What follows belongs to an exercise in optimizing a design on an open flow for small area and a short achievable clock period; a production flow would make more cautious choices.
At most, simulation tests tie the RTL to the original design; equivalence was not proved.
Only the layout flow was run in runs 1, 3 and 4; the RTL was not checked for function there.
Power and IR drop assume default switching activity.

[flow/run.sh]
#!/bin/bash
# synth_recipe.tcl (not shown) runs the flow's synth.tcl, then flattens the netlist and writes it again
# the make line also repeats each setting of config.mk as NAME=value (left out here)
make -C /OpenROAD-flow-scripts/flow DESIGN_CONFIG=/design/flow/config.mk WORK_HOME=/design/flow/orfs CLKGATE_MAP_FILE= SYNTH_SCRIPT=/design/flow/synth_recipe.tcl finish
[flow/design.v]
package logo_key_pkg;
  typedef struct packed {
    logic [8-1:0] hi;    
    logic [8-1:0] lo;    
    logic [8-1:0] key;   
  } logo_pixel_t;
  typedef struct packed {
    logic [12-1:0] x;
    logic [11-1:0] y;
  } raster_pos_t;
  typedef struct packed {
    logic [12-1:0] x_start;
    logic [11-1:0] y_start;
    logic [12-1:0] x_end;
    logic [11-1:0] y_end;
  } window_t;
  typedef struct packed {
    logic [10-1:0] hi;
    logic [10-1:0] lo;
  } video_word_t;
  typedef struct packed {
    logic f;
    logic v;
    logic h;
  } hvf_t;
  typedef enum logic [4-1:0] {
    REG_MODE    = 4'd0,
    REG_X_START = 4'd1,
    REG_Y_START = 4'd2,
    REG_X_END   = 4'd3,
    REG_Y_END   = 4'd4
  } reg_addr_e;
  typedef enum logic [2:0] {
    FS_IDLE,
    FS_FILL_FIRST,    
    FS_FILL_SECOND,   
    FS_REFILL         
  } fetch_state_e;
endpackage
`timescale 1ns/1ps
module raster_counter (
  input  logic                  Pclk_Rx,
  input  logic                  reset_n,
  input  logo_key_pkg::hvf_t    rx_hvf,
  input  logo_key_pkg::window_t window,     
  input  logo_key_pkg::window_t win_pend,   
  output logic                  frame_start,
  output logic                  in_window
);
  logic [12-1:0] x_cnt;
  logic [11-1:0] y_cnt;
  logic               h_d;   
  logic               v_d;
  logic               x_hit;   
  logic               y_hit;   
  logic [12-1:0] x_inc;
  logic [11-1:0] y_inc;
  logic               h_rise;
  logic               xz_w, xz_p, xi_w, xi_p;
  logic               yz_w, yz_p, yi_w, yi_p, yc_p;
  logic               x_hit_nx, y_hit_nx;
  assign x_inc = x_cnt + 1'b1;
  assign y_inc = y_cnt + 1'b1;
  assign xz_w = (window.x_start == '0) && (window.x_end != '0);
  assign xz_p = (win_pend.x_start == '0) && (win_pend.x_end != '0);
  assign xi_w = (x_inc >= window.x_start) && (x_inc < window.x_end);
  assign xi_p = (x_inc >= win_pend.x_start) && (x_inc < win_pend.x_end);
  assign yz_w = (window.y_start == '0) && (window.y_end != '0);
  assign yz_p = (win_pend.y_start == '0) && (win_pend.y_end != '0);
  assign yi_w = (y_inc >= window.y_start) && (y_inc < window.y_end);
  assign yi_p = (y_inc >= win_pend.y_start) && (y_inc < win_pend.y_end);
  assign yc_p = (y_cnt >= win_pend.y_start) && (y_cnt < win_pend.y_end);
  assign frame_start = v_d && !rx_hvf.v;
  assign h_rise      = rx_hvf.h && !h_d;
  always_comb
  begin
    if (rx_hvf.h)
      x_hit_nx = frame_start ? xz_p : xz_w;
    else
      x_hit_nx = frame_start ? xi_p : xi_w;
    if (h_rise)
    begin
      if (rx_hvf.v)
        y_hit_nx = frame_start ? yz_p : yz_w;
      else
        y_hit_nx = frame_start ? yi_p : yi_w;
    end
    else
      y_hit_nx = frame_start ? yc_p : y_hit;
  end
  always_ff @(posedge Pclk_Rx or negedge reset_n)
  begin
    if (!reset_n)
    begin
      x_cnt <= '0;
      y_cnt <= '0;
      h_d   <= 1'b0;
      v_d   <= 1'b0;
      x_hit <= 1'b0;
      y_hit <= 1'b0;
    end
    else
    begin
      h_d   <= rx_hvf.h;
      v_d   <= rx_hvf.v;
      x_hit <= x_hit_nx;
      y_hit <= y_hit_nx;
      if (rx_hvf.h)
        x_cnt <= '0;
      else
        x_cnt <= x_inc;
      if (h_rise)   
      begin
        if (rx_hvf.v)
          y_cnt <= '0;   
        else
          y_cnt <= y_inc;
      end
    end
  end
  assign in_window = !rx_hvf.h && !rx_hvf.v && x_hit && y_hit;
endmodule
`timescale 1ns/1ps
module key_regs (
  input  logic                      Pclk_Rx,
  input  logic                      reset_n,
  input  logic                      reg_wr,
  input  logic [4-1:0] reg_addr,
  input  logic [16-1:0]      reg_data,
  input  logic                      frame_start,
  output logo_key_pkg::window_t     win_pend,     
  output logo_key_pkg::window_t     window,       
  output logic                      key_enable
);
  logic en_pend;
  always_ff @(posedge Pclk_Rx or negedge reset_n)
  begin
    if (!reset_n)
    begin
      win_pend <= '0;
      en_pend  <= 1'b0;
    end
    else if (reg_wr)
    begin
      case (reg_addr)
        logo_key_pkg::REG_MODE:    en_pend          <= reg_data[0];
        logo_key_pkg::REG_X_START: win_pend.x_start <= reg_data[12-1:0];
        logo_key_pkg::REG_Y_START: win_pend.y_start <= reg_data[11-1:0];
        logo_key_pkg::REG_X_END:   win_pend.x_end   <= reg_data[12-1:0];
        logo_key_pkg::REG_Y_END:   win_pend.y_end   <= reg_data[11-1:0];
        default: ;   
      endcase
    end
  end
  always_ff @(posedge Pclk_Rx or negedge reset_n)
  begin
    if (!reset_n)
    begin
      window     <= '0;   
      key_enable <= 1'b0;
    end
    else if (frame_start)
    begin
      window     <= win_pend;
      key_enable <= en_pend;
    end
  end
endmodule
`timescale 1ns/1ps
module logo_fetch_fsm (
  input  logic Pclk_Rx,
  input  logic reset_n,
  input  logic frame_start,
  input  logic refill_need,
  input  logic mem_valid,
  output logic fetch_req,
  output logic fetch_restart
);
  logo_key_pkg::fetch_state_e state;
  logic [5:0]   word_cnt;     
  logic         pending;      
  logic         burst_done;
  assign burst_done = mem_valid && (word_cnt == 6'(48 - 1));
  always_ff @(posedge Pclk_Rx or negedge reset_n)
  begin
    if (!reset_n)
    begin
      state         <= logo_key_pkg::FS_IDLE;
      word_cnt      <= '0;
      pending       <= 1'b0;
      fetch_req     <= 1'b0;
      fetch_restart <= 1'b0;
    end
    else
    begin
      fetch_req     <= 1'b0;   
      fetch_restart <= 1'b0;
      if (frame_start)
      begin
        state         <= logo_key_pkg::FS_FILL_FIRST;
        word_cnt      <= '0;
        pending       <= 1'b0;
        fetch_req     <= 1'b1;
        fetch_restart <= 1'b1;
      end
      else
      begin
        if (mem_valid)
          word_cnt <= burst_done ? '0 : word_cnt + 1'b1;
        case (state)
          logo_key_pkg::FS_IDLE:
            if (refill_need)
            begin
              fetch_req <= 1'b1;
              state     <= logo_key_pkg::FS_REFILL;
            end
          logo_key_pkg::FS_FILL_FIRST:
          begin
            if (refill_need)
              pending <= 1'b1;
            if (burst_done)
            begin
              fetch_req <= 1'b1;   
              state     <= logo_key_pkg::FS_FILL_SECOND;
            end
          end
          default:  
            if (burst_done)
            begin
              if (pending || refill_need)
              begin
                fetch_req <= 1'b1;
                pending   <= 1'b0;
                state     <= logo_key_pkg::FS_REFILL;
              end
              else
                state <= logo_key_pkg::FS_IDLE;
            end
            else if (refill_need)
              pending <= 1'b1;
        endcase
      end
    end
  end
endmodule
`timescale 1ns/1ps
module logo_buffer (
  input  logic        Pclk_Rx,
  input  logic        reset_n,
  input  logic        frame_start,
  input  logic        in_window,
  input  logic        mem_valid,
  input  logic [23:0] mem_pixel,
  output logic [23:0] logo_pixel,    
  output logic        refill_need
);
  localparam int PTR_W = $clog2(96);
  localparam logic [PTR_W-1:0] LAST = PTR_W'(96 - 1);
  localparam logic [PTR_W-1:0] HALF_LAST = PTR_W'(48 - 1);
  localparam int NL = 8;                    
  localparam int NG = 96 / NL;
  logic [23:0] ring [0:96-1];
  logic [PTR_W-1:0] wr_ptr;
  logic [PTR_W-1:0] rd_ptr;
  logic [PTR_W-1:0] rd_nxt;    
  logic [NG-1:0]    nxt_grp;   
  logic [NL-1:0]    nxt_lane;  
  logic [23:0] nxt_word;       
  logic wr_at_rd, wr_at_nxt, wr_at_0;
  always_ff @(posedge Pclk_Rx)
  begin
    if (mem_valid)
      ring[wr_ptr] <= mem_pixel;
  end
  always_comb
  begin
    nxt_word = '0;
    for (int i = 0; i < 96; i++)
      nxt_word = nxt_word | (ring[i] & {24{nxt_grp[i / NL] & nxt_lane[i % NL]}});
  end
  assign wr_at_rd  = mem_valid && (wr_ptr == rd_ptr);
  assign wr_at_nxt = mem_valid && (wr_ptr == rd_nxt);
  assign wr_at_0   = mem_valid && (wr_ptr == '0);
  always_ff @(posedge Pclk_Rx)
  begin
    if (frame_start)
      logo_pixel <= wr_at_0 ? mem_pixel : ring[0];
    else if (in_window)
      logo_pixel <= wr_at_nxt ? mem_pixel : nxt_word;
    else if (wr_at_rd)
      logo_pixel <= mem_pixel;
  end
  always_ff @(posedge Pclk_Rx or negedge reset_n)
  begin
    if (!reset_n)
    begin
      wr_ptr      <= '0;
      rd_ptr      <= '0;
      rd_nxt      <= PTR_W'(1);
      nxt_grp     <= NG'(1);
      nxt_lane    <= NL'(2);
      refill_need <= 1'b0;
    end
    else if (frame_start)
    begin
      wr_ptr      <= '0;
      rd_ptr      <= '0;
      rd_nxt      <= PTR_W'(1);
      nxt_grp     <= NG'(1);
      nxt_lane    <= NL'(2);
      refill_need <= 1'b0;
    end
    else
    begin
      if (mem_valid)
        wr_ptr <= (wr_ptr == LAST) ? '0 : wr_ptr + 1'b1;
      if (in_window)
      begin
        rd_ptr   <= rd_nxt;
        rd_nxt   <= (rd_nxt == LAST) ? '0 : rd_nxt + 1'b1;
        nxt_lane <= {nxt_lane[NL-2:0], nxt_lane[NL-1]};
        if (nxt_lane[NL-1])
          nxt_grp <= {nxt_grp[NG-2:0], nxt_grp[NG-1]};
      end
      refill_need <= in_window && (rd_ptr == HALF_LAST || rd_ptr == LAST);
    end
  end
endmodule
`timescale 1ns/1ps
module blend_csa (
  input  logic [7:0]  fg,
  input  logic [7:0]  bg,
  input  logic [7:0]  key,
  output logic [47:0] r   
);
  wire [7:0] m0 = key[0] ? fg : bg;
  wire [7:0] m1 = key[1] ? fg : bg;
  wire [7:0] m2 = key[2] ? fg : bg;
  wire [7:0] m3 = key[3] ? fg : bg;
  wire [7:0] m4 = key[4] ? fg : bg;
  wire [7:0] m5 = key[5] ? fg : bg;
  wire [7:0] m6 = key[6] ? fg : bg;
  wire [7:0] m7 = key[7] ? fg : bg;
  wire ts0 = m0[5] ^ m1[4];
  wire tc0 = m0[5] & m1[4];
  wire ts1 = m0[6] ^ m1[5] ^ m2[4];
  wire tc1 = (m0[6] & m1[5]) | (m0[6] & m2[4]) | (m1[5] & m2[4]);
  wire ts2 = m3[3] ^ m4[2];
  wire tc2 = m3[3] & m4[2];
  wire ts3 = m0[7] ^ m1[6] ^ m2[5];
  wire tc3 = (m0[7] & m1[6]) | (m0[7] & m2[5]) | (m1[6] & m2[5]);
  wire ts4 = m3[4] ^ m4[3] ^ m5[2];
  wire tc4 = (m3[4] & m4[3]) | (m3[4] & m5[2]) | (m4[3] & m5[2]);
  wire ts5 = m6[1] ^ m7[0];
  wire tc5 = m6[1] & m7[0];
  wire ts6 = m1[7] ^ m2[6] ^ m3[5];
  wire tc6 = (m1[7] & m2[6]) | (m1[7] & m3[5]) | (m2[6] & m3[5]);
  wire ts7 = m4[4] ^ m5[3] ^ m6[2];
  wire tc7 = (m4[4] & m5[3]) | (m4[4] & m6[2]) | (m5[3] & m6[2]);
  wire ts8 = m2[7] ^ m3[6] ^ m4[5];
  wire tc8 = (m2[7] & m3[6]) | (m2[7] & m4[5]) | (m3[6] & m4[5]);
  wire ts9 = m0[3] ^ m1[2];
  wire tc9 = m0[3] & m1[2];
  wire ts10 = m0[4] ^ m1[3] ^ m2[2];
  wire tc10 = (m0[4] & m1[3]) | (m0[4] & m2[2]) | (m1[3] & m2[2]);
  wire ts11 = m3[1] ^ m4[0];
  wire tc11 = m3[1] & m4[0];
  wire ts12 = m2[3] ^ m3[2] ^ m4[1];
  wire tc12 = (m2[3] & m3[2]) | (m2[3] & m4[1]) | (m3[2] & m4[1]);
  wire ts13 = m5[0] ^ bg[5] ^ ts0;
  wire tc13 = (m5[0] & bg[5]) | (m5[0] & ts0) | (bg[5] & ts0);
  wire ts14 = m5[1] ^ m6[0] ^ bg[6];
  wire tc14 = (m5[1] & m6[0]) | (m5[1] & bg[6]) | (m6[0] & bg[6]);
  wire ts15 = ts1 ^ ts2 ^ tc0;
  wire tc15 = (ts1 & ts2) | (ts1 & tc0) | (ts2 & tc0);
  wire ts16 = bg[7] ^ ts3 ^ ts4;
  wire tc16 = (bg[7] & ts3) | (bg[7] & ts4) | (ts3 & ts4);
  wire ts17 = ts5 ^ tc1 ^ tc2;
  wire tc17 = (ts5 & tc1) | (ts5 & tc2) | (tc1 & tc2);
  wire ts18 = m7[1] ^ ts6 ^ ts7;
  wire tc18 = (m7[1] & ts6) | (m7[1] & ts7) | (ts6 & ts7);
  wire ts19 = tc3 ^ tc4 ^ tc5;
  wire tc19 = (tc3 & tc4) | (tc3 & tc5) | (tc4 & tc5);
  wire ts20 = m5[4] ^ m6[3] ^ m7[2];
  wire tc20 = (m5[4] & m6[3]) | (m5[4] & m7[2]) | (m6[3] & m7[2]);
  wire ts21 = ts8 ^ tc6 ^ tc7;
  wire tc21 = (ts8 & tc6) | (ts8 & tc7) | (tc6 & tc7);
  wire ts22 = m3[7] ^ m4[6] ^ m5[5];
  wire tc22 = (m3[7] & m4[6]) | (m3[7] & m5[5]) | (m4[6] & m5[5]);
  wire ts23 = m6[4] ^ m7[3] ^ tc8;
  wire tc23 = (m6[4] & m7[3]) | (m6[4] & tc8) | (m7[3] & tc8);
  wire ts24 = m4[7] ^ m5[6] ^ m6[5];
  wire tc24 = (m4[7] & m5[6]) | (m4[7] & m6[5]) | (m5[6] & m6[5]);
  wire ts25 = m0[2] ^ m1[1];
  wire tc25 = m0[2] & m1[1];
  wire ts26 = m2[1] ^ m3[0] ^ bg[3];
  wire tc26 = (m2[1] & m3[0]) | (m2[1] & bg[3]) | (m3[0] & bg[3]);
  wire ts27 = bg[4] ^ ts10 ^ ts11;
  wire tc27 = (bg[4] & ts10) | (bg[4] & ts11) | (ts10 & ts11);
  wire ts28 = ts12 ^ ts13 ^ tc10;
  wire tc28 = (ts12 & ts13) | (ts12 & tc10) | (ts13 & tc10);
  wire ts29 = ts14 ^ ts15 ^ tc12;
  wire tc29 = (ts14 & ts15) | (ts14 & tc12) | (ts15 & tc12);
  wire ts30 = ts16 ^ ts17 ^ tc14;
  wire tc30 = (ts16 & ts17) | (ts16 & tc14) | (ts17 & tc14);
  wire ts31 = ts18 ^ ts19 ^ tc16;
  wire tc31 = (ts18 & ts19) | (ts18 & tc16) | (ts19 & tc16);
  wire ts32 = ts20 ^ ts21 ^ tc18;
  wire tc32 = (ts20 & ts21) | (ts20 & tc18) | (ts21 & tc18);
  wire ts33 = ts22 ^ ts23 ^ tc20;
  wire tc33 = (ts22 & ts23) | (ts22 & tc20) | (ts23 & tc20);
  wire ts34 = m7[4] ^ ts24 ^ tc22;
  wire tc34 = (m7[4] & ts24) | (m7[4] & tc22) | (ts24 & tc22);
  wire ts35 = m5[7] ^ m6[6] ^ m7[5];
  wire tc35 = (m5[7] & m6[6]) | (m5[7] & m7[5]) | (m6[6] & m7[5]);
  assign r[0] = m0[0];
  assign r[16] = bg[0];
  assign r[32] = 1'b0;
  assign r[1] = m0[1];
  assign r[17] = m1[0];
  assign r[33] = bg[1];
  assign r[2] = m2[0];
  assign r[18] = bg[2];
  assign r[34] = ts25;
  assign r[3] = ts9;
  assign r[19] = ts26;
  assign r[35] = tc25;
  assign r[4] = tc9;
  assign r[20] = ts27;
  assign r[36] = tc26;
  assign r[5] = tc11;
  assign r[21] = ts28;
  assign r[37] = tc27;
  assign r[6] = tc13;
  assign r[22] = ts29;
  assign r[38] = tc28;
  assign r[7] = tc15;
  assign r[23] = ts30;
  assign r[39] = tc29;
  assign r[8] = tc17;
  assign r[24] = ts31;
  assign r[40] = tc30;
  assign r[9] = tc19;
  assign r[25] = ts32;
  assign r[41] = tc31;
  assign r[10] = tc21;
  assign r[26] = ts33;
  assign r[42] = tc32;
  assign r[11] = tc23;
  assign r[27] = ts34;
  assign r[43] = tc33;
  assign r[12] = tc24;
  assign r[28] = ts35;
  assign r[44] = tc34;
  assign r[13] = m6[7];
  assign r[29] = m7[6];
  assign r[45] = tc35;
  assign r[14] = m7[7];
  assign r[30] = 1'b0;
  assign r[46] = 1'b0;
  assign r[15] = 1'b0;
  assign r[31] = 1'b0;
  assign r[47] = 1'b0;
endmodule
module blend_add (
  input  logic [47:0] r,
  output logic [7:0]  q
);
  wire us0 = r[0] ^ r[16];
  wire uc0 = r[0] & r[16];
  wire us1 = r[1] ^ r[17] ^ r[33];
  wire uc1 = (r[1] & r[17]) | (r[1] & r[33]) | (r[17] & r[33]);
  wire us2 = r[2] ^ r[18] ^ r[34];
  wire uc2 = (r[2] & r[18]) | (r[2] & r[34]) | (r[18] & r[34]);
  wire us3 = r[3] ^ r[19] ^ r[35];
  wire uc3 = (r[3] & r[19]) | (r[3] & r[35]) | (r[19] & r[35]);
  wire us4 = r[4] ^ r[20] ^ r[36];
  wire uc4 = (r[4] & r[20]) | (r[4] & r[36]) | (r[20] & r[36]);
  wire us5 = r[5] ^ r[21] ^ r[37];
  wire uc5 = (r[5] & r[21]) | (r[5] & r[37]) | (r[21] & r[37]);
  wire us6 = r[6] ^ r[22] ^ r[38];
  wire uc6 = (r[6] & r[22]) | (r[6] & r[38]) | (r[22] & r[38]);
  wire us7 = r[7] ^ r[23] ^ r[39];
  wire uc7 = (r[7] & r[23]) | (r[7] & r[39]) | (r[23] & r[39]);
  wire us8 = r[8] ^ r[24] ^ r[40];
  wire uc8 = (r[8] & r[24]) | (r[8] & r[40]) | (r[24] & r[40]);
  wire us9 = r[9] ^ r[25] ^ r[41];
  wire uc9 = (r[9] & r[25]) | (r[9] & r[41]) | (r[25] & r[41]);
  wire us10 = r[10] ^ r[26] ^ r[42];
  wire uc10 = (r[10] & r[26]) | (r[10] & r[42]) | (r[26] & r[42]);
  wire us11 = r[11] ^ r[27] ^ r[43];
  wire uc11 = (r[11] & r[27]) | (r[11] & r[43]) | (r[27] & r[43]);
  wire us12 = r[12] ^ r[28] ^ r[44];
  wire uc12 = (r[12] & r[28]) | (r[12] & r[44]) | (r[28] & r[44]);
  wire us13 = r[13] ^ r[29] ^ r[45];
  wire uc13 = (r[13] & r[29]) | (r[13] & r[45]) | (r[29] & r[45]);
  wire us14 = r[14] ^ r[30] ^ r[46];
  wire uc14 = (r[14] & r[30]) | (r[14] & r[46]) | (r[30] & r[46]);
  wire us15 = r[15] ^ r[31] ^ r[47];
  wire uc15 = (r[15] & r[31]) | (r[15] & r[47]) | (r[31] & r[47]);
  wire [15:0] s, c;
  assign s[0] = r[32];
  assign c[0] = us0;
  assign s[1] = us1;
  assign c[1] = uc0;
  assign s[2] = us2;
  assign c[2] = uc1;
  assign s[3] = us3;
  assign c[3] = uc2;
  assign s[4] = us4;
  assign c[4] = uc3;
  assign s[5] = us5;
  assign c[5] = uc4;
  assign s[6] = us6;
  assign c[6] = uc5;
  assign s[7] = us7;
  assign c[7] = uc6;
  assign s[8] = us8;
  assign c[8] = uc7;
  assign s[9] = us9;
  assign c[9] = uc8;
  assign s[10] = us10;
  assign c[10] = uc9;
  assign s[11] = us11;
  assign c[11] = uc10;
  assign s[12] = us12;
  assign c[12] = uc11;
  assign s[13] = us13;
  assign c[13] = uc12;
  assign s[14] = us14;
  assign c[14] = uc13;
  assign s[15] = us15;
  assign c[15] = uc14;
  wire [15:0] g0 = s & c;
  wire [15:0] p0 = s ^ c;
  wire [15:0] g1, p1;
  assign g1[0] = g0[0];
  assign p1[0] = p0[0];
  assign g1[1] = g0[1] | (p0[1] & g0[0]);
  assign p1[1] = p0[1] & p0[0];
  assign g1[2] = g0[2] | (p0[2] & g0[1]);
  assign p1[2] = p0[2] & p0[1];
  assign g1[3] = g0[3] | (p0[3] & g0[2]);
  assign p1[3] = p0[3] & p0[2];
  assign g1[4] = g0[4] | (p0[4] & g0[3]);
  assign p1[4] = p0[4] & p0[3];
  assign g1[5] = g0[5] | (p0[5] & g0[4]);
  assign p1[5] = p0[5] & p0[4];
  assign g1[6] = g0[6] | (p0[6] & g0[5]);
  assign p1[6] = p0[6] & p0[5];
  assign g1[7] = g0[7] | (p0[7] & g0[6]);
  assign p1[7] = p0[7] & p0[6];
  assign g1[8] = g0[8] | (p0[8] & g0[7]);
  assign p1[8] = p0[8] & p0[7];
  assign g1[9] = g0[9] | (p0[9] & g0[8]);
  assign p1[9] = p0[9] & p0[8];
  assign g1[10] = g0[10] | (p0[10] & g0[9]);
  assign p1[10] = p0[10] & p0[9];
  assign g1[11] = g0[11] | (p0[11] & g0[10]);
  assign p1[11] = p0[11] & p0[10];
  assign g1[12] = g0[12] | (p0[12] & g0[11]);
  assign p1[12] = p0[12] & p0[11];
  assign g1[13] = g0[13] | (p0[13] & g0[12]);
  assign p1[13] = p0[13] & p0[12];
  assign g1[14] = g0[14] | (p0[14] & g0[13]);
  assign p1[14] = p0[14] & p0[13];
  assign g1[15] = g0[15] | (p0[15] & g0[14]);
  assign p1[15] = p0[15] & p0[14];
  wire [15:0] g2, p2;
  assign g2[0] = g1[0];
  assign p2[0] = p1[0];
  assign g2[1] = g1[1];
  assign p2[1] = p1[1];
  assign g2[2] = g1[2] | (p1[2] & g1[0]);
  assign p2[2] = p1[2] & p1[0];
  assign g2[3] = g1[3] | (p1[3] & g1[1]);
  assign p2[3] = p1[3] & p1[1];
  assign g2[4] = g1[4] | (p1[4] & g1[2]);
  assign p2[4] = p1[4] & p1[2];
  assign g2[5] = g1[5] | (p1[5] & g1[3]);
  assign p2[5] = p1[5] & p1[3];
  assign g2[6] = g1[6] | (p1[6] & g1[4]);
  assign p2[6] = p1[6] & p1[4];
  assign g2[7] = g1[7] | (p1[7] & g1[5]);
  assign p2[7] = p1[7] & p1[5];
  assign g2[8] = g1[8] | (p1[8] & g1[6]);
  assign p2[8] = p1[8] & p1[6];
  assign g2[9] = g1[9] | (p1[9] & g1[7]);
  assign p2[9] = p1[9] & p1[7];
  assign g2[10] = g1[10] | (p1[10] & g1[8]);
  assign p2[10] = p1[10] & p1[8];
  assign g2[11] = g1[11] | (p1[11] & g1[9]);
  assign p2[11] = p1[11] & p1[9];
  assign g2[12] = g1[12] | (p1[12] & g1[10]);
  assign p2[12] = p1[12] & p1[10];
  assign g2[13] = g1[13] | (p1[13] & g1[11]);
  assign p2[13] = p1[13] & p1[11];
  assign g2[14] = g1[14] | (p1[14] & g1[12]);
  assign p2[14] = p1[14] & p1[12];
  assign g2[15] = g1[15] | (p1[15] & g1[13]);
  assign p2[15] = p1[15] & p1[13];
  wire [15:0] g3, p3;
  assign g3[0] = g2[0];
  assign p3[0] = p2[0];
  assign g3[1] = g2[1];
  assign p3[1] = p2[1];
  assign g3[2] = g2[2];
  assign p3[2] = p2[2];
  assign g3[3] = g2[3];
  assign p3[3] = p2[3];
  assign g3[4] = g2[4] | (p2[4] & g2[0]);
  assign p3[4] = p2[4] & p2[0];
  assign g3[5] = g2[5] | (p2[5] & g2[1]);
  assign p3[5] = p2[5] & p2[1];
  assign g3[6] = g2[6] | (p2[6] & g2[2]);
  assign p3[6] = p2[6] & p2[2];
  assign g3[7] = g2[7] | (p2[7] & g2[3]);
  assign p3[7] = p2[7] & p2[3];
  assign g3[8] = g2[8] | (p2[8] & g2[4]);
  assign p3[8] = p2[8] & p2[4];
  assign g3[9] = g2[9] | (p2[9] & g2[5]);
  assign p3[9] = p2[9] & p2[5];
  assign g3[10] = g2[10] | (p2[10] & g2[6]);
  assign p3[10] = p2[10] & p2[6];
  assign g3[11] = g2[11] | (p2[11] & g2[7]);
  assign p3[11] = p2[11] & p2[7];
  assign g3[12] = g2[12] | (p2[12] & g2[8]);
  assign p3[12] = p2[12] & p2[8];
  assign g3[13] = g2[13] | (p2[13] & g2[9]);
  assign p3[13] = p2[13] & p2[9];
  assign g3[14] = g2[14] | (p2[14] & g2[10]);
  assign p3[14] = p2[14] & p2[10];
  assign g3[15] = g2[15] | (p2[15] & g2[11]);
  assign p3[15] = p2[15] & p2[11];
  wire [15:0] g4, p4;
  assign g4[0] = g3[0];
  assign p4[0] = p3[0];
  assign g4[1] = g3[1];
  assign p4[1] = p3[1];
  assign g4[2] = g3[2];
  assign p4[2] = p3[2];
  assign g4[3] = g3[3];
  assign p4[3] = p3[3];
  assign g4[4] = g3[4];
  assign p4[4] = p3[4];
  assign g4[5] = g3[5];
  assign p4[5] = p3[5];
  assign g4[6] = g3[6];
  assign p4[6] = p3[6];
  assign g4[7] = g3[7];
  assign p4[7] = p3[7];
  assign g4[8] = g3[8] | (p3[8] & g3[0]);
  assign p4[8] = p3[8] & p3[0];
  assign g4[9] = g3[9] | (p3[9] & g3[1]);
  assign p4[9] = p3[9] & p3[1];
  assign g4[10] = g3[10] | (p3[10] & g3[2]);
  assign p4[10] = p3[10] & p3[2];
  assign g4[11] = g3[11] | (p3[11] & g3[3]);
  assign p4[11] = p3[11] & p3[3];
  assign g4[12] = g3[12] | (p3[12] & g3[4]);
  assign p4[12] = p3[12] & p3[4];
  assign g4[13] = g3[13] | (p3[13] & g3[5]);
  assign p4[13] = p3[13] & p3[5];
  assign g4[14] = g3[14] | (p3[14] & g3[6]);
  assign p4[14] = p3[14] & p3[6];
  assign g4[15] = g3[15] | (p3[15] & g3[7]);
  assign p4[15] = p3[15] & p3[7];
  assign q[0] = p0[8] ^ g4[7];
  assign q[1] = p0[9] ^ g4[8];
  assign q[2] = p0[10] ^ g4[9];
  assign q[3] = p0[11] ^ g4[10];
  assign q[4] = p0[12] ^ g4[11];
  assign q[5] = p0[13] ^ g4[12];
  assign q[6] = p0[14] ^ g4[13];
  assign q[7] = p0[15] ^ g4[14];
endmodule
module video_keyer (
  input  logic        Pclk_Rx,
  input  logic        reset_n,
  input  logic [19:0] rx_data,      
  input  logic [2:0]  rx_hvf,
  input  logic [23:0] logo_pixel,   
  input  logic        key_on,
  output logic [19:0] tx_data,
  output logic [2:0]  tx_hvf
);
  logic [19:0] s1_video;
  logic        s1_key_on;
  logic [2:0]  s1_hvf;
  logic [47:0] s1_r_hi, s1_r_lo;
  logic [47:0] r_hi, r_lo;
  logic [7:0]  q_hi, q_lo;
  blend_csa u_csa_hi (.fg(logo_pixel[23:16]), .bg(rx_data[19:12]), .key(logo_pixel[7:0]),
                      .r(r_hi));
  blend_csa u_csa_lo (.fg(logo_pixel[15:8]),  .bg(rx_data[9:2]),   .key(logo_pixel[7:0]),
                      .r(r_lo));
  always_ff @(posedge Pclk_Rx or negedge reset_n)
  begin
    if (!reset_n)
    begin
      s1_video  <= '0;
      s1_key_on <= 1'b0;
      s1_hvf    <= '0;
    end
    else
    begin
      s1_video  <= rx_data;
      s1_key_on <= key_on;
      s1_hvf    <= rx_hvf;
    end
  end
  always_ff @(posedge Pclk_Rx)
  begin
    s1_r_hi <= r_hi;
    s1_r_lo <= r_lo;
  end
  blend_add u_add_hi (.r(s1_r_hi), .q(q_hi));
  blend_add u_add_lo (.r(s1_r_lo), .q(q_lo));
  always_ff @(posedge Pclk_Rx or negedge reset_n)
  begin
    if (!reset_n)
    begin
      tx_data <= '0;
      tx_hvf  <= '0;
    end
    else
    begin
      if (s1_key_on)
        tx_data <= {q_hi, 2'b11, q_lo, 2'b11};
      else
        tx_data <= s1_video;
      tx_hvf <= s1_hvf;
    end
  end
endmodule
`timescale 1ns/1ps
module logo_key (
  input  logic                      Pclk_Rx,
  input  logic                      reset_n,
  input  logic [2*10-1:0] rx_data,     
  input  logic [2:0]                rx_hvf,      
  input  logic                      reg_wr,
  input  logic [4-1:0] reg_addr,
  input  logic [16-1:0]      reg_data,
  input  logic                      mem_valid,
  input  logic [3*8-1:0]   mem_pixel,   
  output logic [2*10-1:0] tx_data,     
  output logic [2:0]                tx_hvf,      
  output logic                      fetch_req,
  output logic                      fetch_restart
);
  logo_key_pkg::hvf_t    rx_sync;
  logo_key_pkg::window_t window;
  logo_key_pkg::window_t win_pend;
  logic [23:0] logo_pixel;
  logic        frame_start;
  logic        in_window;
  logic        key_enable;
  logic        refill_need;
  assign rx_sync = rx_hvf;
  raster_counter u_raster_counter (
    .Pclk_Rx     (Pclk_Rx),
    .reset_n     (reset_n),
    .rx_hvf      (rx_sync),
    .window      (window),
    .win_pend    (win_pend),
    .frame_start (frame_start),
    .in_window   (in_window)
  );
  key_regs u_key_regs (
    .Pclk_Rx     (Pclk_Rx),
    .reset_n     (reset_n),
    .reg_wr      (reg_wr),
    .reg_addr    (reg_addr),
    .reg_data    (reg_data),
    .frame_start (frame_start),
    .win_pend    (win_pend),
    .window      (window),
    .key_enable  (key_enable)
  );
  logo_fetch_fsm u_logo_fetch_fsm (
    .Pclk_Rx       (Pclk_Rx),
    .reset_n       (reset_n),
    .frame_start   (frame_start),
    .refill_need   (refill_need),
    .mem_valid     (mem_valid),
    .fetch_req     (fetch_req),
    .fetch_restart (fetch_restart)
  );
  logo_buffer u_logo_buffer (
    .Pclk_Rx     (Pclk_Rx),
    .reset_n     (reset_n),
    .frame_start (frame_start),
    .in_window   (in_window),
    .mem_valid   (mem_valid),
    .mem_pixel   (mem_pixel),
    .logo_pixel  (logo_pixel),
    .refill_need (refill_need)
  );
  video_keyer u_video_keyer (
    .Pclk_Rx    (Pclk_Rx),
    .reset_n    (reset_n),
    .rx_data    (rx_data),
    .rx_hvf     (rx_hvf),
    .logo_pixel (logo_pixel),
    .key_on     (in_window && key_enable),
    .tx_data    (tx_data),
    .tx_hvf     (tx_hvf)
  );
endmodule
[flow/config.mk]
export PLATFORM = sky130hd
export DESIGN_NAME = logo_key
export DESIGN_NICKNAME = logo_key
export VERILOG_FILES = /design/flow/design.v
export SDC_FILE = /design/flow/constraint.sdc
export NUM_CORES = 4
export LEC_CHECK = 0
export CAP_MARGIN = 20
export CORE_MARGIN = 2
export CORE_UTILIZATION = 40
export SETUP_SLACK_MARGIN = 4.8
export SLEW_MARGIN = 20
[flow/constraint.sdc]
create_clock -name core_clock -period 8.0 [get_ports {Pclk_Rx}]
set_input_delay 1.6000 -clock core_clock [delete_from_list [all_inputs] [get_ports {Pclk_Rx}]]
set_output_delay 1.6000 -clock core_clock [all_outputs]
set_load 0.01 [all_outputs]
==> out/metrics.yaml, run 1 <==
route:
  antenna_left: 0
  dr.pass1.iters: 16
  viasPerCell: 7.25
  drt_iter0_drc: 17800
  wl_per_cell_microns: 45.6
  vias: 75900
  drc_errors: 0
  wl_microns: 477000
setup_path:
  arrival_ns: 4.11
  worstPathMaxFanout: 17
  reg2reg_to: "u_logo_buffer.logo_pixel[8]$_DFFE_PP_"
  critical_path_required_ns: 8.63
  cp-end-kind: "register"
  cp-start-kind: "register"
  reg2reg_depth: 6
  r2r-start: "u_logo_buffer.nxt_grp[8]$_DFFE_PN0P_"
  critPathKind: "reg -> reg"
  reg2reg_slack_ns: 4.52
floorplanning:
  die-height_microns: 511
  core_area_sq_mm: 0.256
  io_pins: 96
  dieArea_sq_mm: 0.261
  rows: 186
  fp.dieW_microns: 511
  initial_core_util_pct: 40.1
power_and_ir_drop:
  p_int_mw: 23.8
  leakage_nw: 40.3
  vdd.ir_drop.worst_mv: 0.240
  p_clk_share_pct: 40.9
  powerDensity_mw_per_mm2: 255
  p_sw_mw: 7.47
  swShare_pct: 23.9
  fin_total_pwr_mw: 31.2
  sequentialPowerShare_pct: 50.1
  combPwrFrac_pct: 9.0
clock_network:
  clock-sinks: 2631
  clk_latency_ns: 1.00
  htreeDepth: 5
  clk_pin_slew_worst_paths_ns: 0.06
  cts_hold_buf: 0
  root_buffer: "clkbuf_16"
  cts_tree: "yes"
  numCtsBuffers: 288
  ctsLongestPathBuffers: 4
synth:
  syn-instance-count: 6377
  synth_edf_count: 2328
  ys_types: 82
  ys_ff_latch: 2631
  syn_nets: 6687
  yosysSeqAreaShare_pct: 74.9
  synth_warnings: 5
  async_reset_ff_share_pct: 8.32
  syn_area_sq_mm: 0.103
  synth_top_flop_cell: "edfxtp_1"
  avgSynthCellArea_sq_um: 16.1
worst_hold_path:
  holdPathEnd: "u_video_keyer.tx_hvf[2]$_DFF_PN0_"
  min_path_cells: 0
  min-delay-start: "u_video_keyer.s1_hvf[2]$_DFF_PN0_"
  min_path_type: "reg -> reg"
layout:
  fillerInstances: 21600
  final_cells: 10500
  final_common_cell: "edfxtp_1"
  final_nets: 7150
  final_util_pct: 47.7
  regArea_sq_mm: 0.0771
  syn_to_final_growth_pct: 18.9
  multi_input_area_sq_mm: 0.0255
  final_cell_mix: "edfxtp_1 (2328), a22oi_1 (598), buf_4 (321)"
  final_area_sq_mm: 0.122
  drive_gt1_share_pct: 18.8
timing:
  rsz0062_at_grt: "true"
  worst_slew_pin_slew_ns: 1.17
  fin_ws_ns: 4.52
  maxSlewHeadroom_pct: 22.0
  fin_tns_setup_ns: 0
  clock_skew_ns: 0.103
  finalMaxSlewViolations: 0
  fin_crit_sh_pct: 43.5
  setup_viol: 0
  final_hold_viol_count: 0
  layout_min_cycle_time_ns: 3.48
  max_freq_mhz: 288
  whs_ns: 0.350
flow_run:
  maxCapViolations: 0
global_routing:
  grt_overflow: 0
  grt_pass1_vias: 67300
  antenna_found_initial: 49
  grt_first_pass_wirelength_microns: 616000
  grt_max_degree: 118
  grt_use_total_pct: 35.0
placement:
  port_buffers: 91
  dp_hpwl_microns: 262000
  place_ws_ns: 2.85
  gp_congestion: 0.944
  dp.cells: 9737
  dpl_cell_area_sq_mm: 0.110
status:
  status: "complete, no violations"
flip-flops by register name, summed over array words and instances, names as in the netlist, 2 cells and up:
signal and cells:
u_key_regs.win_pend 46, u_key_regs.window 46, u_logo_buffer.logo_pixel 24, u_logo_buffer.nxt_grp 12
u_logo_buffer.nxt_lane 8, u_logo_buffer.rd_nxt 7, u_logo_buffer.rd_ptr 7, u_logo_buffer.ring 2304
u_logo_buffer.wr_ptr 7, u_logo_fetch_fsm.state 2, u_logo_fetch_fsm.word_cnt 6, u_raster_counter.x_cnt 12
u_raster_counter.y_cnt 11, u_video_keyer.s1_hvf 3, u_video_keyer.s1_r_hi 42, u_video_keyer.s1_r_lo 42
u_video_keyer.s1_video 20, u_video_keyer.tx_data 20, u_video_keyer.tx_hvf 3
power by group through the flow:
stage | sequential (mW) | combinational (mW) | clock [mW]
3_5_place_dp | 15.9 | 2.75 | 0
5_1_grt | 15.7 | 3.16 | 13.2
6_report | 15.7 | 2.81 | 12.8
3_3_place_gp | 15.9 | 2.68 | 0
2_1_floorplan | 15.8 | 1.82 | 0
4_1_cts | 15.6 | 2.79 | 12.7
what timing repair did:
action                     4_1_cts  5_1_grt
setup buffers                  147       37
gates resized for setup        349      139
setup endpoints to repair     1925      331
pin swaps                       79       46
cloned                           5        5
worst max path at each step:
| stage | depth (start not counted) | start | end |
|---|---|---|---|
| after floorplan | 4 | mem_valid | u_logo_buffer.logo_pixel[0]$_DFFE_PP_ |
| after global placement | 5 | mem_valid | u_logo_buffer.ring[57][13]$_DFFE_PP_ |
| after detailed placement | 10 | rx_hvf[1] | u_raster_counter.y_hit$_DFFE_PN0P_ |
| after CTS | 7 | u_logo_buffer.nxt_grp[8]$_DFFE_PN0P_ | u_logo_buffer.logo_pixel[3]$_DFFE_PP_ |
| after global routing | 9 | u_logo_buffer.nxt_grp[4]$_DFFE_PN0P_ | u_logo_buffer.logo_pixel[8]$_DFFE_PP_ |
| final | 6 | u_logo_buffer.nxt_grp[8]$_DFFE_PN0P_ | u_logo_buffer.logo_pixel[8]$_DFFE_PP_ |
cells by family after synthesis:
kind of cell / Yosys count / synth area share, %
compound gates: 1650 / 12.0
fa+ha+maj: 239 / 3.53
xor+xnor: 49 / 0.417
flops: 2631 / 74.9
simple gates: 1086 / 5.37
mux: 150 / 1.59
buf+inv: 572 / 2.27
cell type report:
class	count	area share [%]
diodes	52	0.106
clock buffers	378	6.32
clock inverters	113	0.809
inverters	160	0.534
multi-input cells	3174	20.8
flip-flops and latches	2631	63.0
well taps	3384	3.46
repair buffers	585	4.97
per-layer routing:
layer | GRT usage, % | routed length [microns] | part of all wire, %
met2 | 47.1 | 187000 | 39
met5 | 1.68 | 1380 | 0.29
met3 | 18.3 | 90600 | 19
met4 | 25.6 | 45700 | 9.6
met1 | 42.4 | 153000 | 32
Yosys cell counts (all sizes together), types with 28 or more instances:
library cell	n	area share, %
edfxtp	2328	68
a22oi	604	4.4
nand2	239	0.87
dfrtp	216	5.2
nor2	215	0.79
clkbuf	214	0.78
buf	198	0.90
a21oi	161	0.78
inv	154	0.56
ha	153	1.9
nand3	145	0.70
o22ai	145	0.88
o21ai	143	0.70
a22o	141	1.2
a222oi	130	1.3
mux2	112	1.2
nand4	96	0.58
a221oi	92	0.78
fa	86	1.7
dfxtp	84	1.6
and2	79	0.48
nor3	78	0.38
nor4	71	0.43
a32oi	56	0.48
and3	49	0.30
mux2i	38	0.37
xnor2	30	0.26
a32o	28	0.27
critical path: stages (launching register included):
cell      delay (ns)
dfrtp_4         0.61
buf_4           0.30
and2_4          0.39
a221oi_1        0.38
nand4_1         0.66
nor4_4          0.67
nor3_2          0.12
==> run 2: changes to the inputs <==
--- a/flow/design.v
+++ b/flow/design.v
@@ -56,19 +56,16 @@
   logic [12-1:0] x_inc;
   logic [11-1:0] y_inc;
   logic               h_rise;
-  logic               xz_w, xz_p, xi_w, xi_p;
-  logic               yz_w, yz_p, yi_w, yi_p, yc_p;
+  logic               xz_w, xz_p, xi_w;
+  logic               yz_w, yi_w, yc_p;
   logic               x_hit_nx, y_hit_nx;
   assign x_inc = x_cnt + 1'b1;
   assign y_inc = y_cnt + 1'b1;
   assign xz_w = (window.x_start == '0) && (window.x_end != '0);
   assign xz_p = (win_pend.x_start == '0) && (win_pend.x_end != '0);
   assign xi_w = (x_inc >= window.x_start) && (x_inc < window.x_end);
-  assign xi_p = (x_inc >= win_pend.x_start) && (x_inc < win_pend.x_end);
   assign yz_w = (window.y_start == '0) && (window.y_end != '0);
-  assign yz_p = (win_pend.y_start == '0) && (win_pend.y_end != '0);
   assign yi_w = (y_inc >= window.y_start) && (y_inc < window.y_end);
-  assign yi_p = (y_inc >= win_pend.y_start) && (y_inc < win_pend.y_end);
   assign yc_p = (y_cnt >= win_pend.y_start) && (y_cnt < win_pend.y_end);
   assign frame_start = v_d && !rx_hvf.v;
   assign h_rise      = rx_hvf.h && !h_d;
@@ -77,13 +74,13 @@
     if (rx_hvf.h)
       x_hit_nx = frame_start ? xz_p : xz_w;
     else
-      x_hit_nx = frame_start ? xi_p : xi_w;
+      x_hit_nx = xi_w;
     if (h_rise)
     begin
       if (rx_hvf.v)
-        y_hit_nx = frame_start ? yz_p : yz_w;
+        y_hit_nx = yz_w;
       else
-        y_hit_nx = frame_start ? yi_p : yi_w;
+        y_hit_nx = yi_w;
     end
     else
       y_hit_nx = frame_start ? yc_p : y_hit;
--- a/flow/config.mk
+++ b/flow/config.mk
@@ -8,5 +8,7 @@
 export CAP_MARGIN = 20
 export CORE_MARGIN = 2
 export CORE_UTILIZATION = 40
+export CTS_BUF_LIST = sky130_fd_sc_hd__clkbuf_4 sky130_fd_sc_hd__clkbuf_8
+export CTS_CLUSTER_SIZE = 30
 export SETUP_SLACK_MARGIN = 4.8
 export SLEW_MARGIN = 20
==> run 2 against run 1 <==
  * Still clean
  * Final cell count up 0.70%
  * Count of clock-buffer cells in the layout up 228
  * First-iteration DRC count down 8.4%
  * Combinational power about the same
  * Via count down 2.6%
  * Sequential share of layout area up 1.6 points
  * Highest routed layer unchanged
==> out/metrics.yaml, run 2 <==
synth:
  synthMuxAreaShare_pct: 1.84
  synth_edf_count: 2328
  synth_top_family_by_area: "compound AO/OA/AOI/OAI gates"
  syn_area_sq_mm: 0.102
  ys_types: 78
  yosysTopAreaCell: "edfxtp_1"
  synth_compound_area_share_pct: 12.0
  yosysSeqAreaShare_pct: 75.4
  synth_top_area_share_pct: 68.4
  yosys-top-cells-count: "edfxtp_1 (2328), a22oi_1 (676), clkbuf_1 (229)"
  synth.area.top_cells: "edfxtp_1 (68%), dfrtp_1 (5.3%), a22oi_1 (5.0%)"
  yosys.area_share.simple_pct: 5.05
  avgSynthCellArea_sq_um: 16.2
  ys_ff_latch: 2631
  synth_warnings: 5
  synth_most_common_cell: "edfxtp_1"
  synthAdderAreaFrac_pct: 3.02
  synth_xor_area_share_pct: 0.428
  synth_top_flop_cell: "edfxtp_1"
  syn_nets: 6583
  syn-instance-count: 6317
  async_reset_ff_share_pct: 8.32
timing:
  max_freq_mhz: 295
  setup_viol: 0
  rsz0062_at_grt: "true"
  worst_slew_pin_slew_ns: 1.17
  fin_crit_sh_pct: 42.4
  fin_tns_setup_ns: 0
  layout_min_cycle_time_ns: 3.39
  final_hold_viol_count: 0
  clock_skew_ns: 0.185
  maxSlewHeadroom_pct: 22.3
  fin_ws_ns: 4.61
  finalMaxSlewViolations: 0
layout:
  reg_top3: "u_logo_buffer.ring (2304), u_key_regs.win_pend (46), u_key_regs.window (46)"
  regMostFlops: "u_logo_buffer.ring"
  fillerInstances: 21600
  final_cells: 10600
  final_nets: 7113
  syn_to_final_growth_pct: 16.9
  drive_gt1_share_pct: 21.1
  final_common_cell: "edfxtp_1"
  largest_reg_flops: 2304
  final_util_pct: 47.0
  final_cell_mix: "edfxtp_1 (2328), a22oi_1 (675), clkbuf_8 (450)"
route:
  vias: 73900
  antenna_left: 0
  drt_iter0_drc: 16300
  dr.pass1.iters: 11
  drc_errors: 0
  wl_per_cell_microns: 43.0
  viasPerCell: 7.01
  wl_microns: 453000
global_routing:
  grt_first_pass_wirelength_microns: 595000
  antenna_found_initial: 31
  grt_pass1_vias: 67900
  grt_overflow: 0
  grt_use_total_pct: 34.0
  grt_max_degree: 98
power_and_ir_drop:
  sequentialPowerShare_pct: 52.3
  leakage_nw: 38.9
  p_clk_share_pct: 38.3
  powerDensity_mw_per_mm2: 251
  p_sw_mw: 7.42
  p_int_mw: 22.6
  vdd.ir_drop.worst_mv: 0.225
  swShare_pct: 24.7
  combPwrFrac_pct: 9.4
  fin_total_pwr_mw: 30.0
clock_network:
  htreeDepth: 5
  clock-sinks: 2631
  ctsLongestPathBuffers: 4
  root_buffer: "clkbuf_8"
  numCtsBuffers: 430
  clk_latency_ns: 1.21
  clk_pin_slew_worst_paths_ns: 0.07
  cts_tree: "yes"
floorplanning:
  core_area_sq_mm: 0.254
  fp.dieW_microns: 509
  dieArea_sq_mm: 0.260
  rows: 185
  io_pins: 96
  die-height_microns: 509
  initial_core_util_pct: 40.2
setup_path:
  cp-end-kind: "register"
  worstPathMaxFanout: 35
  r2r-start: "u_logo_buffer.nxt_grp[6]$_DFFE_PN0P_"
  arrival_ns: 4.24
  cp-start-kind: "register"
  critical_path_required_ns: 8.85
  critPathKind: "reg -> reg"
  critPathLaunch: "u_logo_buffer.nxt_grp[6]$_DFFE_PN0P_"
worst_hold_path:
  min_path_type: "reg -> reg"
  min-delay-start: "u_video_keyer.s1_hvf[2]$_DFF_PN0_"
placement:
  port_buffers: 91
  place_ws_ns: 2.53
  dp.cells: 9613
  dp_hpwl_microns: 244000
  gp_congestion: 0.932
status:
  status: "complete, no violations"
flow_run:
  maxCapViolations: 0
## run 2: cell types whose count changed after synthesis, moves of 35 or more
| cell | delta |
|---|---|
| a22o_1 | -68 |
| o22ai_1 | +62 |
| a22oi_1 | +72 |
| ha_1 | -44 |
| o21ai_0 | -40 |
| a221oi_1 | -55 |
| and2_1 | -35 |
| a32oi_1 | +61 |
## run 2: logic make-up (layout without fill, tap and decap cells)
family / Yosys count / count (layout)
flops: 2631 / 2631
compound gates: 1672 / 1673
simple gates: 1021 / 1021
buf+inv: 577 / 1409
fa+ha+maj: 195 / 195
mux: 171 / 171
xor+xnor: 50 / 50
other cells: 0 / 34
## run 2: worst paths after layout
path | to | slack [ns] | cells past startpoint
worst min-delay path | u_video_keyer.tx_hvf[2]$_DFF_PN0_ | 0.35 | 0
worst max register to register | u_logo_buffer.logo_pixel[10]$_DFFE_PP_ | 4.61 | 7
min in group asynchronous | u_key_regs.win_pend[45]$_DFFE_PN0P_ | 0.48 | 1
max in group asynchronous | u_logo_buffer.rd_nxt[0]$_DFFE_PN1P_ | 6.22 | 3
worst max-delay path | u_logo_buffer.logo_pixel[10]$_DFFE_PP_ | 4.61 | 7
worst min register to register | u_video_keyer.tx_hvf[2]$_DFF_PN0_ | 0.35 | 0
## run 2: routing by layer
layer  global-route usage (%)  wire [microns]  vias up  part of all wire [%]
li1                         -               -    26800                     -
met1                     41.4          145000    36400                    32
met2                     46.7          181000     8567                    40
met3                     16.4           84500     2153                    19
met4                     24.7           41700       26                   9.2
met5                    0.804             502        -                  0.11
## run 2: worst max-delay path, stage by stage, from the launching register on
cell     delay, ns
dfrtp_4       0.63
buf_8         0.27
a22oi_1       0.29
o22ai_1       0.17
nor4_2        0.47
or4b_4        0.61
nor4_2        0.44
nor3_1        0.10
## run 2: power by group through the flow
stage	sequential [mW]	clock, mW	combinational [mW]
4_1_cts	15.7	11.4	2.80
5_1_grt	15.7	12.0	3.16
3_3_place_gp	15.9	0	2.70
3_5_place_dp	16.0	0	2.76
6_report	15.7	11.5	2.82
2_1_floorplan	15.8	0	1.84
## run 2: cell type report
class,instances,area (sq um),area share (%)
Clock buffer,606,7360,6.16
Sequential cell,2631,77100,64.6
Timing Repair Buffer,531,5320,4.45
Clock inverter,129,741,0.620
Inverter,143,619,0.518
Tap cell,3366,4210,3.53
Antenna cell,34,85.1,0.0712
Multi-Input combinational cell,3110,24000,20.1
## run 2: per-stage QoR
step | area, sq um | hold slack [ns]
after floorplan | 103000 | 0.331
after global placement | 109000 | 0.334
after detailed placement | 109000 | 0.348
after CTS | 119000 | 0.351
after global routing | 119000 | 0.365
final | 119000 | 0.349
## run 2: repair_timing
| action | CTS | global route |
|---|---|---|
| hold buffers | 0 | 0 |
| gates resized for setup | 240 | 64 |
| endpoints found under the setup margin | 1915 | 326 |
| setup buffers | 134 | 24 |
| cloned | 5 | 1 |
| pin swaps | 64 | 16 |
==> run 3: changes to the inputs <==
--- a/flow/design.v
+++ b/flow/design.v
@@ -262,30 +262,88 @@
   logic [PTR_W-1:0] rd_nxt;    
   logic [NG-1:0]    nxt_grp;   
   logic [NL-1:0]    nxt_lane;  
+  logic [96-1:0] nxt_sel;   
+  logic [NG-1:0]    grp_nx;
+  logic [NL-1:0]    lane_nx;
   logic [23:0] nxt_word;       
   logic wr_at_rd, wr_at_nxt, wr_at_0;
+  logic             wq_valid;   
+  logic [PTR_W-1:0] wq_ptr;
+  logic [23:0]      wq_word;
+  logic [23:0]      nxt_read, zero_read;
+  logic [23:0]      rd_word;    
+  logic             use_wq;     
+  always_ff @(posedge Pclk_Rx or negedge reset_n)
+  begin
+    if (!reset_n)
+      wq_valid <= 1'b0;
+    else
+      wq_valid <= mem_valid;
+  end
+  always_ff @(posedge Pclk_Rx)
+  begin
+    wq_ptr  <= wr_ptr;
+    wq_word <= mem_pixel;
+  end
+  always_ff @(posedge Pclk_Rx)
+  begin
+    if (wq_valid)
+      ring[wq_ptr] <= wq_word;
+  end
+  always_comb
+  begin
+    if (frame_start)
+    begin
+      grp_nx  = NG'(1);
+      lane_nx = NL'(2);
+    end
+    else if (in_window)
+    begin
+      lane_nx = {nxt_lane[NL-2:0], nxt_lane[NL-1]};
+      grp_nx  = nxt_lane[NL-1] ? {nxt_grp[NG-2:0], nxt_grp[NG-1]} : nxt_grp;
+    end
+    else
+    begin
+      lane_nx = nxt_lane;
+      grp_nx  = nxt_grp;
+    end
+  end
   always_ff @(posedge Pclk_Rx)
   begin
-    if (mem_valid)
-      ring[wr_ptr] <= mem_pixel;
+    for (int i = 0; i < 96; i++)
+      nxt_sel[i] <= grp_nx[i / NL] & lane_nx[i % NL];
   end
   always_comb
   begin
     nxt_word = '0;
     for (int i = 0; i < 96; i++)
-      nxt_word = nxt_word | (ring[i] & {24{nxt_grp[i / NL] & nxt_lane[i % NL]}});
+      nxt_word = nxt_word | (ring[i] & {24{nxt_sel[i]}});
   end
+  assign nxt_read  = (wq_valid && wq_ptr == rd_nxt) ? wq_word : nxt_word;
+  assign zero_read = (wq_valid && wq_ptr == '0)     ? wq_word : ring[0];
   assign wr_at_rd  = mem_valid && (wr_ptr == rd_ptr);
   assign wr_at_nxt = mem_valid && (wr_ptr == rd_nxt);
   assign wr_at_0   = mem_valid && (wr_ptr == '0);
+  assign logo_pixel = use_wq ? wq_word : rd_word;
   always_ff @(posedge Pclk_Rx)
   begin
     if (frame_start)
-      logo_pixel <= wr_at_0 ? mem_pixel : ring[0];
+      rd_word <= zero_read;
     else if (in_window)
-      logo_pixel <= wr_at_nxt ? mem_pixel : nxt_word;
-    else if (wr_at_rd)
-      logo_pixel <= mem_pixel;
+      rd_word <= nxt_read;
+    else
+      rd_word <= logo_pixel;
+  end
+  always_ff @(posedge Pclk_Rx or negedge reset_n)
+  begin
+    if (!reset_n)
+      use_wq <= 1'b0;
+    else if (frame_start)
+      use_wq <= wr_at_0;
+    else if (in_window)
+      use_wq <= wr_at_nxt;
+    else
+      use_wq <= wr_at_rd;
   end
   always_ff @(posedge Pclk_Rx or negedge reset_n)
   begin
@@ -313,12 +371,11 @@
         wr_ptr <= (wr_ptr == LAST) ? '0 : wr_ptr + 1'b1;
       if (in_window)
       begin
-        rd_ptr   <= rd_nxt;
-        rd_nxt   <= (rd_nxt == LAST) ? '0 : rd_nxt + 1'b1;
-        nxt_lane <= {nxt_lane[NL-2:0], nxt_lane[NL-1]};
-        if (nxt_lane[NL-1])
-          nxt_grp <= {nxt_grp[NG-2:0], nxt_grp[NG-1]};
+        rd_ptr <= rd_nxt;
+        rd_nxt <= (rd_nxt == LAST) ? '0 : rd_nxt + 1'b1;
       end
+      nxt_lane <= lane_nx;
+      nxt_grp  <= grp_nx;
       refill_need <= in_window && (rd_ptr == HALF_LAST || rd_ptr == LAST);
     end
   end
--- a/flow/config.mk
+++ b/flow/config.mk
@@ -8,7 +8,5 @@
 export CAP_MARGIN = 20
 export CORE_MARGIN = 2
 export CORE_UTILIZATION = 40
-export CTS_BUF_LIST = sky130_fd_sc_hd__clkbuf_4 sky130_fd_sc_hd__clkbuf_8
-export CTS_CLUSTER_SIZE = 30
-export SETUP_SLACK_MARGIN = 4.8
+export SETUP_SLACK_MARGIN = 4.9
 export SLEW_MARGIN = 20
==> run 3 against run 2 <==
  * Still clean on timing, DRC and antenna
  * Via count down 0.20%
  * Critical path depth did not move
  * First-iteration DRC count increased by 0.49%
==> out/metrics.yaml, run 3 <==
layout:
  largest_reg_flops: 2304
  final_cell_mix: "edfxtp_1 (2304), a22oi_1 (846), buf_4 (360)"
  final_nets: 7076
  reg_top3: "u_logo_buffer.ring (2304), u_logo_buffer.nxt_sel (96)"
  drive_gt1_share_pct: 19.0
  final_common_cell: "edfxtp_1"
  syn_to_final_growth_pct: 19.2
  regMostFlops: "u_logo_buffer.ring"
clock_network:
  clk_pin_slew_worst_paths_ns: 0.07
  cts_hold_buf: 0
  numCtsBuffers: 300
  ctsLongestPathBuffers: 4
  htreeDepth: 5
  cts_tree: "yes"
  root_buffer: "clkbuf_16"
  clk_latency_ns: 0.98
  clock-sinks: 2760
synth:
  avgSynthCellArea_sq_um: 16.5
  yosys.area_share.simple_pct: 5.30
  synth_top_flop_cell: "edfxtp_1"
  ys_ff_latch: 2760
  synth_top_family_by_area: "compound AO/OA/AOI/OAI gates"
  async_reset_ff_share_pct: 8.01
  synth_compound_area_share_pct: 11.3
  syn-instance-count: 6231
  synth_edf_count: 2304
  yosys-top-cells-count: "edfxtp_1 (2304), a22oi_1 (863), nor2_1 (355)"
  synth_warnings: 5
  synthAdderAreaFrac_pct: 3.00
  synth.area.top_cells: "edfxtp_1 (67%), a22oi_1 (6.3%), dfrtp_1 (5.3%)"
  yosysTopAreaCell: "edfxtp_1"
  syn_area_sq_mm: 0.103
  yosysSeqAreaShare_pct: 77.3
  ys_types: 64
  synth_most_common_cell: "edfxtp_1"
  synth_top_area_share_pct: 67.4
  synthMuxAreaShare_pct: 0.858
  syn_nets: 6497
  synth_xor_area_share_pct: 0.358
floorplanning:
  dieArea_sq_mm: 0.261
  initial_core_util_pct: 40.1
  core_area_sq_mm: 0.256
  rows: 186
  die-height_microns: 511
  fp.dieW_microns: 511
  io_pins: 96
global_routing:
  grt_use_total_pct: 34.9
  grt_overflow: 0
  antenna_found_initial: 45
  grt_pass1_vias: 65300
  grt_first_pass_wirelength_microns: 606000
  grt_max_degree: 110
route:
  wl_per_cell_microns: 45.2
  vias: 73800
  antenna_left: 0
  drt_iter0_drc: 16400
  dr.pass1.iters: 10
  viasPerCell: 7.06
  drc_errors: 0
  wl_microns: 472000
flow_run:
  maxCapViolations: 0
placement:
  dp_hpwl_microns: 265000
  port_buffers: 91
  gp_congestion: 0.998
power_and_ir_drop:
  vdd.ir_drop.worst_mv: 0.249
  powerDensity_mw_per_mm2: 282
  fin_total_pwr_mw: 34.6
  leakage_nw: 41.0
setup_path:
  cp-start-kind: "register"
  worstPathMaxFanout: 20
  critPathKind: "reg -> reg"
  critical_path_required_ns: 8.83
  arrival_ns: 4.28
  cp-end-kind: "register"
timing:
  fin_crit_sh_pct: 43.1
  layout_min_cycle_time_ns: 3.45
  max_freq_mhz: 290
  fin_tns_setup_ns: 0
  rsz0062_at_grt: "true"
  final_hold_viol_count: 0
  worst_slew_pin_slew_ns: 1.19
  clock_skew_ns: 0.0904
  finalMaxSlewViolations: 0
  maxSlewHeadroom_pct: 20.6
  setup_viol: 0
worst_hold_path:
  min_path_type: "reg -> reg"
status:
  status: "complete, no violations"
-- run 3: cell types whose count changed after synthesis, moves of 104 or more --
| cell | delta |
|---|---|
| o22ai_1 | -205 |
| a22oi_1 | +187 |
| dfxtp_1 | +151 |
| nor2_1 | +149 |
| nand4_1 | +144 |
| a32oi_1 | -117 |
| a221oi_1 | +108 |
| a222oi_1 | -104 |
-- run 3: logic make-up (layout without fill, tap and decap cells) --
kind of cell,after synthesis,after routing
flip-flops,2760,2760
other,0,45
adder cells (fa/ha/maj),195,195
buffers and inverters,449,1231
AND/OR/NAND/NOR,1118,1119
XOR/XNOR,42,42
AO/OA/AOI/OAI,1585,1585
multiplexers,82,91
-- run 3: timing repair --
action                                  4_1_cts  5_1_grt
gates cloned                                 12        3
pin swaps                                    78       51
setup buffers                                88       85
endpoints found under the setup margin     1037      408
gates resized for setup                     263      224
-- run 3: where the power goes --
group	internal [mW]	total, mW	switching, mW
combinational	1.81	4.55	2.74
clock	7.81	13.6	5.76
sequential	16.1	16.5	0.364
-- run 3: final cells by class --
cell class | count | area [sq um]
fillers | 21500 | 134000
flip-flops and latches | 2760 | 79700
multi-input cells | 3032 | 23000
clock buffers | 387 | 8100
repair buffers | 586 | 5640
well taps | 3384 | 4230
clock inverters | 128 | 1210
inverters | 130 | 514
diodes | 45 | 113
-- run 3: worst paths after layout --
path / start / end / slack, ns / cells after the start
max in group asynchronous: reset_n / u_video_keyer.tx_hvf[1]$_DFF_PN0_ / 5.80 / 2
setup / recovery: u_logo_buffer.nxt_sel[49]$_DFF_P_ / u_logo_buffer.rd_word[3]$_DFF_P_ / 4.55 / 7
hold reg to reg: u_video_keyer.s1_hvf[2]$_DFF_PN0_ / u_video_keyer.tx_hvf[2]$_DFF_PN0_ / 0.36 / 0
setup reg to reg: u_logo_buffer.nxt_sel[49]$_DFF_P_ / u_logo_buffer.rd_word[3]$_DFF_P_ / 4.55 / 7
min in group asynchronous: reset_n / u_raster_counter.x_cnt[9]$_DFF_PN0_ / 0.72 / 1
hold / removal: u_video_keyer.s1_hvf[2]$_DFF_PN0_ / u_video_keyer.tx_hvf[2]$_DFF_PN0_ / 0.36 / 0
-- run 3: per-layer routing --
metal	track usage, %	wire length, microns
met1	42.7	151000
met4	23.4	41500
met2	48.0	188000
met5	0.986	1150
met3	17.5	90400
-- run 3: per-stage QoR --
step                      std cells  setup WS (ns)  hold slack, ns  util (%)  area, sq um
final                         10500           4.55           0.362      47.8       122000
after global routing          10400           4.70           0.371      47.8       122000
after CTS                     10300           4.53           0.364      47.2       121000
after detailed placement       9704           3.46           0.342      43.0       110000
after global placement         9702           3.47           0.344      42.9       110000
after floorplan                6231           4.50           0.331         -       103000
-- run 3: critical path, stage by stage, from the launching register on --
cell and delay, ns:
dfxtp_2 0.52, buf_8 0.34, a22oi_1 0.23, nand4_1 0.44
or4_4 0.72, nor4_4 0.50, a31oi_1 0.19, a311o_1 0.31
==> run 4: changes to the inputs <==
--- a/flow/config.mk
+++ b/flow/config.mk
@@ -7,6 +7,6 @@
 export LEC_CHECK = 0
 export CAP_MARGIN = 20
 export CORE_MARGIN = 2
-export CORE_UTILIZATION = 40
+export CORE_UTILIZATION = 55
 export SETUP_SLACK_MARGIN = 4.9
 export SLEW_MARGIN = 20
==> run 4 against run 3 <==
  * Clock skew shrank 0.016 ns
  * Count of clock-buffer cells in the layout fell by 4
  * Still clean
  * Critical path depth unchanged
  * Clock power shrank 6%
  * Die area is 27% lower
  * First-iteration DRC count increased by 6.8%
  * Largest power group unchanged
  * Final area shrank 1.3%
  * Sequential power barely moved
  * Total power fell by 2.1%
  * Via count is 0.43% lower
  * Wire length shrank 0.98%
==> out/metrics.yaml, run 4 <==
status:
  status: "complete, no violations"
clock_network:
  ctsLongestPathBuffers: 4
  clk_pin_slew_worst_paths_ns: 0.06
  clk_latency_ns: 0.98
  clock-sinks: 2760
  cts_hold_buf: 0
  htreeDepth: 5
  root_buffer: "clkbuf_16"
synth:
  synth_warnings: 5
  synth_top_area_share_pct: 67.4
  yosysSeqAreaShare_pct: 77.3
  synth_top_flop_cell: "edfxtp_1"
  synth.area.top_cells: "edfxtp_1 (67%), a22oi_1 (6.3%), dfrtp_1 (5.3%)"
  syn_nets: 6497
  avgSynthCellArea_sq_um: 16.5
  async_reset_ff_share_pct: 8.01
  synth_edf_count: 2304
  syn-instance-count: 6231
  ys_types: 64
route:
  drc_errors: 0
  dr.pass1.iters: 7
  wl_microns: 468000
  vias: 73500
  antenna_left: 0
  drt_iter0_drc: 17600
global_routing:
  use_met1_pct: 60.6
  antenna_found_initial: 38
  grt.busiest_layer: "met2"
  grt_overflow: 0
  grt_first_pass_wirelength_microns: 599000
  grt_pass1_vias: 64400
  use_met3_pct: 23.3
  grt_max_degree: 138
layout:
  final_common_cell: "edfxtp_1"
  final_nets: 7080
  largest_reg_flops: 2304
  fillerInstances: 13100
  reg_top3: "u_logo_buffer.ring (2304), u_logo_buffer.nxt_sel (96)"
  drive_gt1_share_pct: 19.1
  regMostFlops: "u_logo_buffer.ring"
power_and_ir_drop:
  leakage_nw: 40.7
  vdd.ir_drop.worst_mv: 0.269
  powerDensity_mw_per_mm2: 280
timing:
  maxSlewHeadroom_pct: 25.5
  whs_ns: 0.350
  finalMaxSlewViolations: 0
  clock_skew_ns: 0.0745
  fin_tns_setup_ns: 0
  setup_viol: 0
  fin_crit_sh_pct: 42.9
  worst_slew_pin_slew_ns: 1.12
floorplanning:
  io_pins: 96
  initial_core_util_pct: 55.4
  fp.dieW_microns: 436
  dieArea_sq_mm: 0.190
  rows: 158
  die-height_microns: 436
setup_path:
  reg2reg_depth: 7
  critical_path_required_ns: 8.81
  reg2reg_to: "u_logo_buffer.rd_word[13]$_DFF_P_"
  cp-end-kind: "register"
  worstPathMaxFanout: 24
  reg2reg_slack_ns: 4.57
  cp-start-kind: "register"
worst_hold_path:
  min_path_cells: 0
  min_path_type: "reg -> reg"
  holdPathEnd: "u_video_keyer.tx_hvf[2]$_DFF_PN0_"
  min-delay-start: "u_video_keyer.s1_hvf[2]$_DFF_PN0_"
placement:
  dp_hpwl_microns: 262000
  port_buffers: 91
flow_run:
  maxCapViolations: 0
-- run 4: cell counts after synthesis --
Identical to the previous run, type by type.
-- run 4: how the worst max path moves through the flow --
stage,from,endpoint,slack (ns),depth (start not counted)
finish,u_logo_buffer.nxt_sel[1]$_DFF_P_,u_logo_buffer.rd_word[13]$_DFF_P_,4.57,7
global route,u_logo_buffer.nxt_sel[68]$_DFF_P_,u_logo_buffer.rd_word[13]$_DFF_P_,4.75,8
CTS,u_logo_buffer.wq_valid$_DFF_PN0_,u_logo_buffer.ring[10][15]$_DFFE_PP_,4.86,4
detailed placement,rx_hvf[0],u_logo_buffer.nxt_sel[7]$_DFF_P_,2.96,7
global placement,rx_hvf[0],u_logo_buffer.nxt_sel[4]$_DFF_P_,3.04,7
floorplan,rx_data[9],u_video_keyer.s1_r_lo[23]$_DFF_P_,4.50,8
-- run 4: what timing repair did --
item	in CTS	in global routing
resized for setup	269	234
buffers inserted	61	127
pin swaps	51	66
setup endpoints to repair	889	362
cloned	3	9
-- run 4: where the power goes --
group / switching, mW / internal, mW
clock: 5.58 / 7.26
sequential: 0.356 / 16.1
combinational: 2.74 / 1.81
-- run 4: area by class of cell --
class | count | share of cell area [%]
flip-flops and latches | 2760 | 65.9
multi-input cells | 3032 | 19.1
clock buffers | 383 | 6.52
repair buffers | 598 | 4.74
well taps | 2480 | 2.57
clock inverters | 109 | 0.690
inverters | 130 | 0.418
diodes | 31 | 0.0642
-- run 4: critical path, stage by stage, from the launching register on --
cell     delay [ns]
dfxtp_2        0.32
buf_4          0.31
a22oi_2        0.28
nand4_1        0.12
or4_4          0.57
nor4_4         0.94
a31oi_1        0.27
or3_1          0.37
-- run 4: metal layers --
layer	vias up	wire, microns
met5	-	626
met4	44	46000
met3	2328	90400
met2	8671	184000
met1	36200	147000
li1	26200	-
-- run 4: cell families (layout without fill, tap and decap cells) --
| group | count (synthesis) | after routing | synth area share, % |
|---|---|---|---|
| XOR/XNOR | 42 | 42 | 0.358 |
| multiplexers | 82 | 92 | 0.858 |
| adder cells (fa/ha/maj) | 195 | 195 | 3.00 |
| other | 0 | 31 | 0 |
| AND/OR/NAND/NOR | 1118 | 1118 | 5.30 |
| AO/OA/AOI/OAI | 1585 | 1585 | 11.3 |
| buffers and inverters | 449 | 1220 | 1.89 |
| flip-flops | 2760 | 2760 | 77.3 |
-- run 4: per-stage QoR --
stage                     instance area [sq um]  setup slack, ns  utilization, %  cells  total power, mW
after floorplan                          103000             4.50               -   6231             19.4
after global placement                   109000             3.04            58.7   8797             20.7
after CTS                                119000             4.86            64.0   9354             33.4
after global routing                     121000             4.75            65.1   9495             34.8
after detailed placement                 109000             2.96            58.7   8798             20.8
final                                    121000             4.57            65.2   9523             33.8

separate check: timing with driven ports:
The results above use ideal ports. As a check the final layouts listed here were re-extracted and re-timed, cells and wires unchanged.
Step 1 assumes that a clkbuf_16 drives the clock port and a buf_2 every other input.
Step 2 also shifts input and output timing later by t, the mid clock arrival at the registers, as if the neighbouring blocks saw the same clock.
Slacks: ideal / step 1 / step 2; pairs: ideal / step 1.
| run | t, ns | setup WS [ns] |
|---|---|---|
| run 1 | 1.038 | 4.522 / 4.522 / 3.649 |
| run 2 | 1.208 | 4.608 / 4.608 / 3.462 |
| run 3 | 1.039 | 4.552 / 4.552 / 3.922 |
| run 4 | 1.032 | 4.571 / 4.571 / 3.904 |
After both steps every run listed still meets setup and hold.
